This is an optimization exercise on Yosys and OpenROAD, whose aim is small area and a short achievable clock period, not a production implementation. In this exercise RTL edits were held to simulation tests only and were not proved equivalent to the original. Power is estimated from default activity; no workload was simulated.

v55:
## aq_reduce_ctrl
module aq_reduce_ctrl #(
  parameter  int unsigned DRAIN_TO = 64,
  localparam int unsigned GW       = 16,
  localparam int unsigned DW       = 32,
  localparam int unsigned CW       = 32
) (
  input  logic          RST_N,
  input  logic          CLK,
  input  logic [GW-1:0] CFG_ORG_X,
  input  logic [GW-1:0] CFG_ORG_Y,
  input  logic [GW-1:0] CFG_CNV_X,
  input  logic [GW-1:0] CFG_CNV_Y,
  input  logic          START,
  input  logic          ABORT,
  input  logic          S_TVALID,
  input  logic [DW-1:0] S_TDATA,
  output logic          S_TREADY,
  output logic [GW-1:0] ORG_X,
  output logic [GW-1:0] ORG_Y,
  output logic [GW-1:0] CNV_X,
  output logic [GW-1:0] CNV_Y,
  output logic          DIN_WE,
  output logic          DIN_FSYNC,
  output logic [DW-1:0] DIN,
  input  logic          DOUT_OE,
  input  logic          DOUT_LAST,
  output logic          BUSY,
  output logic          DONE,
  output logic          ERR,
  output logic [CW-1:0] OUT_CNT
);
==> flow/config.mk <==
export PLATFORM = sky130hd
export DESIGN_NAME = aq_reduce_ctrl
export DESIGN_NICKNAME = aq_reduce_ctrl
export VERILOG_FILES = /design/flow/design.v
export SDC_FILE = /design/flow/constraint.sdc
export NUM_CORES = 4
export LEC_CHECK = 0
export CAP_MARGIN = 20
export CORE_MARGIN = 2
export CORE_UTILIZATION = 40
export SETUP_SLACK_MARGIN = 5.0
export SLEW_MARGIN = 20
==> flow/constraint.sdc <==
create_clock -name core_clock -period 8.0 [get_ports {CLK}]
set_input_delay 1.6000 -clock core_clock [delete_from_list [all_inputs] [get_ports {CLK}]]
set_output_delay 1.6000 -clock core_clock [all_outputs]
set_load 0.01 [all_outputs]
standard.sh (not shown) runs the stock make flow with config.mk's settings and CLKGATE_MAP_FILE= SYNTH_SCRIPT=/design/flow/synth_recipe.tcl, a recipe that flattens the netlist after the stock synthesis.
==> flow/flow/run.sh <==
#!/bin/bash
# Standard ORFS layout, but the port buffers are buf_1 cells.
set -euo pipefail
export BUFFER_PORTS_ARGS="-buffer_cell sky130_fd_sc_hd__buf_1"
bash standard.sh > standard.log 2>&1
For v46, these inputs were changed with respect to v55:
Settings: CTS_BUF_LIST: unset -> sky130_fd_sc_hd__clkbuf_8; CORE_UTILIZATION: 40 -> 70; CTS_CLUSTER_SIZE: unset -> 8.
-- flow/flow/run.sh --
<<< v55, line 2
# Standard ORFS layout, but the port buffers are buf_1 cells.
>>> v46, line 2
# Standard ORFS layout with two changes: the port buffers are buf_1 cells, and
# synthesis maps the logic with flow/abc_speed.script (a delay-driven ABC map)
# in place of ORFS's own abc_speed.script. Everything else is ORFS's scripts.
<<< v55, line 4
>>> v46, line 6
rm -rf myscripts
cp -r "$FLOW_HOME/scripts" myscripts
cp flow/abc_speed.script myscripts/abc_speed.script
export SCRIPTS_DIR="$PWD/myscripts"
==> flow/flow/abc_speed.script (new file) <==
strash
dch
map -D 1200
topo
stime -c
buffer -c
upsize -c
dnsize -c
--- outcome ---
- The flow did not stop early for v46: all stages ran, and the layout cleared the timing, DRC and antenna checks.
- In the metrics for v55 and v46, the one carrying the higher first-pass GRT wire length is v55.
- In v46, the routed wire length came out 5.8% above the value in v55.
- Taking v55 as the reference point, the power per cell area of v46 rises by about 2.2%.
- Via total after detailed routing delta for v46 relative to v55: 1,546 higher
- In v46, the fmax came out 0.045 GHz above the value in v55.
- The higher clock distribution area overhead in the final layout of v55 and v46 is in v55.
- The complex-gate fraction of the synthesized area in v46 was higher than what v55 gave.
- In the tables for v55 and v46, largest fanout of any net on the critical path reads higher with v55.
- The detailed route wirelength on metal3 reported for v46 is greater than that of v55 by about 140%.
- Diff v55 -> v46 | area of the mapped netlist | increase of 0.34%
Input-level comparison between v49 and v46:
Settings: swapping 5.0 for 4.7 in SETUP_SLACK_MARGIN; swapping 70 for 55 in CORE_UTILIZATION.
-- flow/flow/abc_speed.script --
<<< v46, line 3
map -D 1200
>>> v49, line 3
map -D 1000
## What came out
Going from v46 to v49, tap cell count grew by more than a quarter. Taking v46 as the reference, in v49 clock power down about 11%, area share of buffers outside the clock network shows a reduction of 3.5 points, XOR/XNOR share of the synthesized area moved up, signed area change from the synthesized netlist to the final layout -7.3 points.
Setup changes, v49 to v37
Settings: putting ABC_CLOCK_PERIOD_IN_PS at 2500 where nothing was set; swapping 4.7 for 5.0 in SETUP_SLACK_MARGIN; clearing CTS_BUF_LIST, which used to be sky130_fd_sc_hd__clkbuf_8; clearing CTS_CLUSTER_SIZE, which used to be 8; swapping 55 for 40 in CORE_UTILIZATION.
==> flow/flow/run.sh <==
#!/bin/bash
# Standard ORFS layout, but the port buffers are buf_1 cells.
set -euo pipefail
export BUFFER_PORTS_ARGS="-buffer_cell sky130_fd_sc_hd__buf_1"
bash standard.sh > standard.log 2>&1
removed: flow/flow/abc_speed.script
## What came out
- Re clock period minus final worst setup slack: v37 is 0.46 ns up on v49.
- Looking at power across both flows, v37 is the weaker of the two, with v49 ahead.
- Core region area came out higher on v37 than on v49.
- Comparing area after synthesis for v49 and v37, the smaller number came from v37.
- Buffers plus inverters on the worst setup path, v49 and v37, higher one = v37.
- Compared with v49, v37 shows global routing met2 resource utilization lower by 6.8 points.
--- input diff v37..v25 ---
Settings: changing SETUP_SLACK_MARGIN from 5.0 to 4.7; removing ABC_CLOCK_PERIOD_IN_PS (formerly 2500); setting CTS_CLUSTER_SIZE to 8 for the first time; setting CTS_BUF_LIST to sky130_fd_sc_hd__clkbuf_8 for the first time; changing CORE_UTILIZATION from 40 to 55.
-- flow/flow/run.sh --
<<< v37, line 2
# Standard ORFS layout, but the port buffers are buf_1 cells.
>>> v25, line 2
# Standard ORFS layout with two changes: the port buffers are buf_1 cells, and
# synthesis maps the logic with flow/abc_speed.script (a delay-driven ABC map)
# in place of ORFS's own abc_speed.script. Everything else is ORFS's scripts.
<<< v37, line 4
>>> v25, line 6
rm -rf myscripts
cp -r "$FLOW_HOME/scripts" myscripts
cp flow/abc_speed.script myscripts/abc_speed.script
export SCRIPTS_DIR="$PWD/myscripts"
==> flow/flow/abc_speed.script (new file) <==
strash
dch
map -D 1200
topo
stime -c
buffer -c
upsize -c
dnsize -c
Against v37, v25 reports a number of cells in the finished layout apart from fillers that is higher.
Fmax came out higher on v25 than on v37.
Looking at power share of the clock group, v25 sits 4.5 points below v37.
Total net switching power: v25 better than v37
The higher synthesis-to-layout area growth came out of v37.
The internal portion of total power of v25 was superior to that of v37.
Compared with v37, v25 ends up with a smaller final cell area.
Between v37 and v25, proportion of synthesized chip area in sequential cells decreased.
Changes in v11 relative to v25:
Settings: changing SETUP_SLACK_MARGIN from 4.7 to 5.0.
### Flow results
v25 → v11: wire length went up 4.3%; met3 routing resource usage after global routing went down. v11 vs v25, highest signal layer in the routed design: met4 vs met5. | required arrival time at the worst endpoint | higher: v25 |. Compared with v25, in v11 count of clock-buffer cells in the layout up 2, global-route wire length before repair rose by about 2.5%, worst setup margin rose 0.15 ns. In the reports for v11 and v25, the smaller total number of cells along the worst setup path belongs to v25.

---

run A:
Starting RTL as in the previous note.
clock: 8.0 ns
lec_check: 0
cap_margin: 20
core_margin: 2
core_utilization: 55
setup_slack_margin: 4.85
slew_margin: 20
==> flow/flow/run.sh <==
#!/bin/bash
# Standard ORFS layout with two changes: the port buffers are buf_1 cells, and
# synthesis maps the logic with flow/abc_speed.script (a delay-driven ABC map)
# in place of ORFS's own abc_speed.script. Everything else is ORFS's scripts.
set -euo pipefail
rm -rf myscripts
cp -r "$FLOW_HOME/scripts" myscripts
cp flow/abc_speed.script myscripts/abc_speed.script
export SCRIPTS_DIR="$PWD/myscripts"
export BUFFER_PORTS_ARGS="-buffer_cell sky130_fd_sc_hd__buf_1"
bash standard.sh > standard.log 2>&1
==> flow/flow/abc_speed.script <==
strash
dch
map -D 1200
topo
stime -c
buffer -c
upsize -c
dnsize -c
Changes in run B relative to run A:
Settings: CTS_BUF_LIST: unset -> sky130_fd_sc_hd__clkbuf_8; CTS_CLUSTER_SIZE: unset -> 8.
Run B was carried through to the last stage, and its layout satisfied the timing, DRC and antenna checks.
Looking only at routed wire length, and setting everything else aside, the higher value of run A and run B goes to run A.
Summary — smallest hold slack, run B relative to run A: higher, by 0.0079 ns.
As far as number of nets in the synthesized netlist goes, run B and run A are indistinguishable; the numbers are identical.
Run A -> run B: count of nets after finishing flat
Comparing run A and run B, clock insertion delay at the later pin of the skew report is lower on run A.
Per the comparison of run B with run A, standard-cell row count roughly the same; layout overhead on the synthesized area went down by 2.7 points.
Edits applied to the flow inputs when going from run B to run C:
Settings: an added TNS_END_PERCENT of 10.
## What came out
- Compared with run B, run C shows a data required time at the worst endpoint that is 0.03 ns lower.
- There was hardly any difference in share of total power in combinational logic between run B and run C.
- Synthesized cell count came out exactly the same in run C and run B.
Modified inputs, run D compared to run C
Settings: TNS_END_PERCENT removed (was 10); SETUP_SLACK_MARGIN removed (was 4.85).
==> flow/flow/run.sh <==
#!/bin/bash
# Standard ORFS layout with two changes: the port buffers are buf_1 cells, and
# synthesis maps the logic with flow/abc_speed.script (a delay-driven ABC map)
# in place of ORFS's own abc_speed.script; repair aims at the setup slack margin set
# below. Everything else is ORFS's scripts.
set -euo pipefail
rm -rf myscripts
cp -r "$FLOW_HOME/scripts" myscripts
cp flow/abc_speed.script myscripts/abc_speed.script
export SCRIPTS_DIR="$PWD/myscripts"
export SETUP_SLACK_MARGIN=5.3
export BUFFER_PORTS_ARGS="-buffer_cell sky130_fd_sc_hd__buf_1"
bash standard.sh > standard.log 2>&1
==> comparison <==
Worst hold slack: run D vs run C, no meaningful difference. Re wire length on met2: run D is 3.1 mm up on run C. The sequential share of layout area reported for run D is smaller than that of run C by 7.2 points.

---

build 10:
The RTL this note starts from:
==> flow/design.v <==
module aq_reduce_ctrl #(
  parameter  int unsigned DRAIN_TO = 64,
  localparam int unsigned GW       = 16,
  localparam int unsigned DW       = 32,
  localparam int unsigned CW       = 32
) (
  input  logic          RST_N,
  input  logic          CLK,
  input  logic [GW-1:0] CFG_ORG_X,
  input  logic [GW-1:0] CFG_ORG_Y,
  input  logic [GW-1:0] CFG_CNV_X,
  input  logic [GW-1:0] CFG_CNV_Y,
  input  logic          START,
  input  logic          ABORT,
  input  logic          S_TVALID,
  input  logic [DW-1:0] S_TDATA,
  output logic          S_TREADY,
  output logic [GW-1:0] ORG_X,
  output logic [GW-1:0] ORG_Y,
  output logic [GW-1:0] CNV_X,
  output logic [GW-1:0] CNV_Y,
  output logic          DIN_WE,
  output logic          DIN_FSYNC,
  output logic [DW-1:0] DIN,
  input  logic          DOUT_OE,
  input  logic          DOUT_LAST,
  output logic          BUSY,
  output logic          DONE,
  output logic          ERR,
  output logic [CW-1:0] OUT_CNT
);
  logic          r_busy, r_fsync, r_tready, r_drain, r_done;
  logic          r_err, r_din_we;
  logic [DW-1:0] r_din;
  logic [CW-1:0] r_out_cnt;
  logic [GW-1:0] r_org_x, r_org_y, r_cnv_x, r_cnv_y;
  logic [GW-1:0] r_px_x, r_px_y;
  logic [GW-1:0] r_oc_x, r_oc_y;
  logic          r_oc_over;
  logic          w_cfg_ok, w_start_ok, w_fin, w_sync1, w_hs, w_px_row, w_last_px;
  logic          w_drain_to, w_oe_en, w_wrap, w_oc_row, w_oc_load, w_cnt_eq;
  logic [CW:0]   w_out_inc;
  logic [CW-1:0] w_out_cnt;
  logic [GW-1:0] w_org_x_nxt, w_org_y_nxt, w_cnv_x_nxt, w_cnv_y_nxt;
  assign w_cfg_ok   = (CFG_CNV_X != '0) && (CFG_CNV_X <= CFG_ORG_X) &&
                      (CFG_CNV_Y != '0) && (CFG_CNV_Y <= CFG_ORG_Y);
  assign w_start_ok = !r_busy && START && w_cfg_ok;
  assign w_fin      = r_busy && r_done;
  assign w_sync1    = r_busy && !r_fsync && !r_tready && !r_drain && !r_done;
  assign w_hs       = r_tready && S_TVALID;
  assign w_px_row   = r_px_x == GW'(1);
  assign w_last_px  = w_px_row && (r_px_y == GW'(1));
  assign w_drain_to = r_px_y[5:0] == 6'(1 - DRAIN_TO);
  assign w_oe_en    = DOUT_OE && r_busy && !r_done;
  assign w_out_cnt  = r_fsync ? '0 : r_out_cnt;
  assign w_out_inc  = {1'b0, w_out_cnt} + (CW+1)'(w_oe_en);
  assign w_wrap     = w_out_inc[CW];
  assign w_oc_row   = w_oe_en && (r_oc_x == GW'(1));
  assign w_oc_load  = w_wrap;
  assign w_cnt_eq   = !r_oc_over && (w_oe_en ? (w_oc_row && (r_oc_y == GW'(1)))
                                             : (r_oc_y == '0));
  assign w_org_x_nxt = w_start_ok ? CFG_ORG_X : r_org_x;
  assign w_org_y_nxt = w_start_ok ? CFG_ORG_Y : r_org_y;
  assign w_cnv_x_nxt = w_start_ok ? CFG_CNV_X : r_cnv_x;
  assign w_cnv_y_nxt = w_start_ok ? CFG_CNV_Y : r_cnv_y;
  always_ff @(posedge CLK or negedge RST_N) begin
    if (!RST_N) begin
      r_busy    <= 1'b0;
      r_fsync   <= 1'b0;
      r_tready  <= 1'b0;
      r_drain   <= 1'b0;
      r_done    <= 1'b0;
      r_err     <= 1'b0;
      r_din_we  <= 1'b0;
      r_din     <= '0;
      r_out_cnt <= '0;
      r_org_x   <= '0;
      r_org_y   <= '0;
      r_cnv_x   <= '0;
      r_cnv_y   <= '0;
      r_px_x    <= '0;
      r_px_y    <= '0;
      r_oc_x    <= '0;
      r_oc_y    <= '0;
      r_oc_over <= 1'b0;
    end else begin
      r_busy   <= r_busy ? (!ABORT && !r_done) : (START && w_cfg_ok);
      r_fsync  <= w_start_ok;
      r_tready <= !ABORT && (w_sync1 || (r_tready && !(w_hs && w_last_px)));
      r_drain  <= !ABORT && ((w_hs && w_last_px) || (r_drain && !DOUT_LAST && !w_drain_to));
      r_done   <= (!r_busy && START && !w_cfg_ok) ||
                  (r_drain && !ABORT && (DOUT_LAST || w_drain_to));
      if (r_busy && ABORT)                r_err <= 1'b1;
      else if (!r_busy && START)          r_err <= !w_cfg_ok;
      else if (r_drain && DOUT_LAST)      r_err <= r_err || !w_cnt_eq;
      else if (r_drain && w_drain_to)     r_err <= 1'b1;
      r_din_we <= w_hs && !ABORT;
      if (w_hs && !ABORT) r_din <= S_TDATA;
      r_out_cnt <= w_out_inc[CW-1:0];
      r_org_x   <= w_org_x_nxt;
      r_org_y   <= w_org_y_nxt;
      r_cnv_x   <= w_cnv_x_nxt;
      r_cnv_y   <= w_cnv_y_nxt;
      r_px_x <= (r_fsync || (w_hs && w_px_row)) ? r_org_x : r_px_x - GW'(w_hs);
      r_px_y <= r_fsync ? r_org_y : r_px_y - GW'((w_hs && w_px_row) || r_drain);
      if (!r_busy) begin
        r_oc_x    <= CFG_CNV_X;
        r_oc_y    <= CFG_CNV_Y;
        r_oc_over <= 1'b0;
      end else begin
        r_oc_x    <= (w_oc_load || w_oc_row) ? r_cnv_x : r_oc_x - GW'(w_oe_en);
        r_oc_y    <= w_oc_load ? r_cnv_y : r_oc_y - GW'(w_oc_row);
        r_oc_over <= !w_oc_load && (r_oc_over || (w_oe_en && r_oc_y == '0));
      end
    end
  end
  assign S_TREADY  = r_tready;
  assign ORG_X     = r_org_x;
  assign ORG_Y     = r_org_y;
  assign CNV_X     = r_cnv_x;
  assign CNV_Y     = r_cnv_y;
  assign DIN_WE    = r_din_we;
  assign DIN_FSYNC = r_fsync;
  assign DIN       = r_din;
  assign BUSY      = r_busy;
  assign DONE      = r_done;
  assign ERR       = r_err;
  assign OUT_CNT   = w_out_cnt;
endmodule
Settings: LEC_CHECK=0, ABC_CLOCK_PERIOD_IN_PS=3000, CAP_MARGIN=20, CORE_MARGIN=2, CORE_UTILIZATION=40, CTS_BUF_LIST=sky130_fd_sc_hd__clkbuf_8, SETUP_SLACK_MARGIN=4.5, SLEW_MARGIN=20; clock period 8.0 ns.
==> flow/flow/run.sh <==
#!/bin/bash
# Standard ORFS layout, but the port buffers are buf_1 cells.
set -euo pipefail
export BUFFER_PORTS_ARGS="-buffer_cell sky130_fd_sc_hd__buf_1"
bash standard.sh > standard.log 2>&1
Build 10 went all the way through synthesis, placement and routing and the layout is clean on timing, DRC and antenna.
diff inputs: build 10 => build 90
Settings: removing CTS_BUF_LIST (formerly sky130_fd_sc_hd__clkbuf_8); removing ABC_CLOCK_PERIOD_IN_PS (formerly 3000); removing SETUP_SLACK_MARGIN (formerly 4.5).
==> summary.txt <==
[build 90] total power rose about 4.3% relative to build 10
Build 10 has higher met3 track demand over resource in global routing than build 90.
Build 10 → build 90: total vias in the final route went down about 0.8%, power in the clock group went up, fill cell instance count of the final layout picked up an extra 4.3%, final routed wirelength across all metal layers shrank by 1.1%.
Comparing build 10 and build 90, the higher non-clock buffer count was measured on build 10.
Edits applied to the flow inputs when going from build 90 to build 38:
Settings: an added SETUP_SLACK_MARGIN of 4.5.
==> comparison <==
- Transition time of the tightest slew-check pin ends up lower on build 38.
- Looking at leakage power total, build 38 sits about 6.4% higher than build 90 does.
- A biggest area consumer among cell classes of multi-input combinational cells is what build 38 shows, while sequential cells belongs to build 90.
- In the metrics for build 90 and build 38, the one carrying the lower number of gates on the worst path with buffers counted is build 90.
- Of the two values seen for capturing element of the worst setup path, r_cnv_y[13] was produced by build 38 and r_cnv_y[4] by build 90.
- Power in the clock group of build 38 exceeds that of build 90 by a few percent.
- Build 38 vs build 90 — net switching component of the power dropped slightly
- On combinational share of power: between build 90 and build 38, it ends up higher for build 38.
- Taking build 90 as the reference, in build 38 arrival time of data at the critical path endpoint lower; met2 track utilization from global routing lower; final cell count higher; final wirelength higher; number of fill cells lower.

[re-timing with driven ports]
The flow's constraints put no driver on any port. The routed layouts listed below were extracted and timed again, unchanged, in two steps.
Step 1 (the two cells are an assumption about what drives the block):
set clk [get_ports {CLK}]
set_driving_cell -lib_cell sky130_fd_sc_hd__clkbuf_16 $clk
set_driving_cell -lib_cell sky130_fd_sc_hd__buf_2 [delete_from_list [all_inputs] $clk]
Step 2 moves the port delays by t, midway between the first and last clock arrival at a register: inputs arrive t later, outputs are due t later. That takes back most of the time a late clock gives input paths.
Three values: ideal, step 1, step 2; two values: the first two.
run	t (ns)	setup WS [ns]	hold slack, ns
v55	0.485	4.324 / 4.335 / 3.850	0.478 / 0.478 / 0.478
v46	0.514	4.849 / 4.833 / 4.320	0.517 / 0.517 / 0.517
v49	0.504	4.788 / 4.804 / 4.301	0.512 / 0.512 / 0.512
v37	0.485	4.324 / 4.335 / 3.850	0.478 / 0.478 / 0.478
v25	0.509	4.837 / 4.819 / 4.310	0.512 / 0.512 / 0.512
v11	0.520	4.990 / 5.013 / 4.493	0.513 / 0.513 / 0.513
run A	0.480	4.898 / 4.925 / 4.444	0.507 / 0.507 / 0.507
run B	0.509	4.928 / 4.948 / 4.439	0.515 / 0.515 / 0.515
run C	0.511	4.929 / 4.932 / 4.421	0.516 / 0.516 / 0.516
run D	0.532	4.932 / 4.920 / 4.388	0.515 / 0.515 / 0.515
build 10	0.512	4.421 / 4.410 / 3.898	0.489 / 0.489 / 0.489
build 90	0.486	4.031 / 4.055 / 3.569	0.476 / 0.476 / 0.476
build 38	0.481	4.388 / 4.378 / 3.896	0.480 / 0.480 / 0.480
After both steps every run listed still meets setup and hold. The setup slack of run D, which loses most, moves by -0.012 ns with the drivers and by -0.544 ns with both steps.
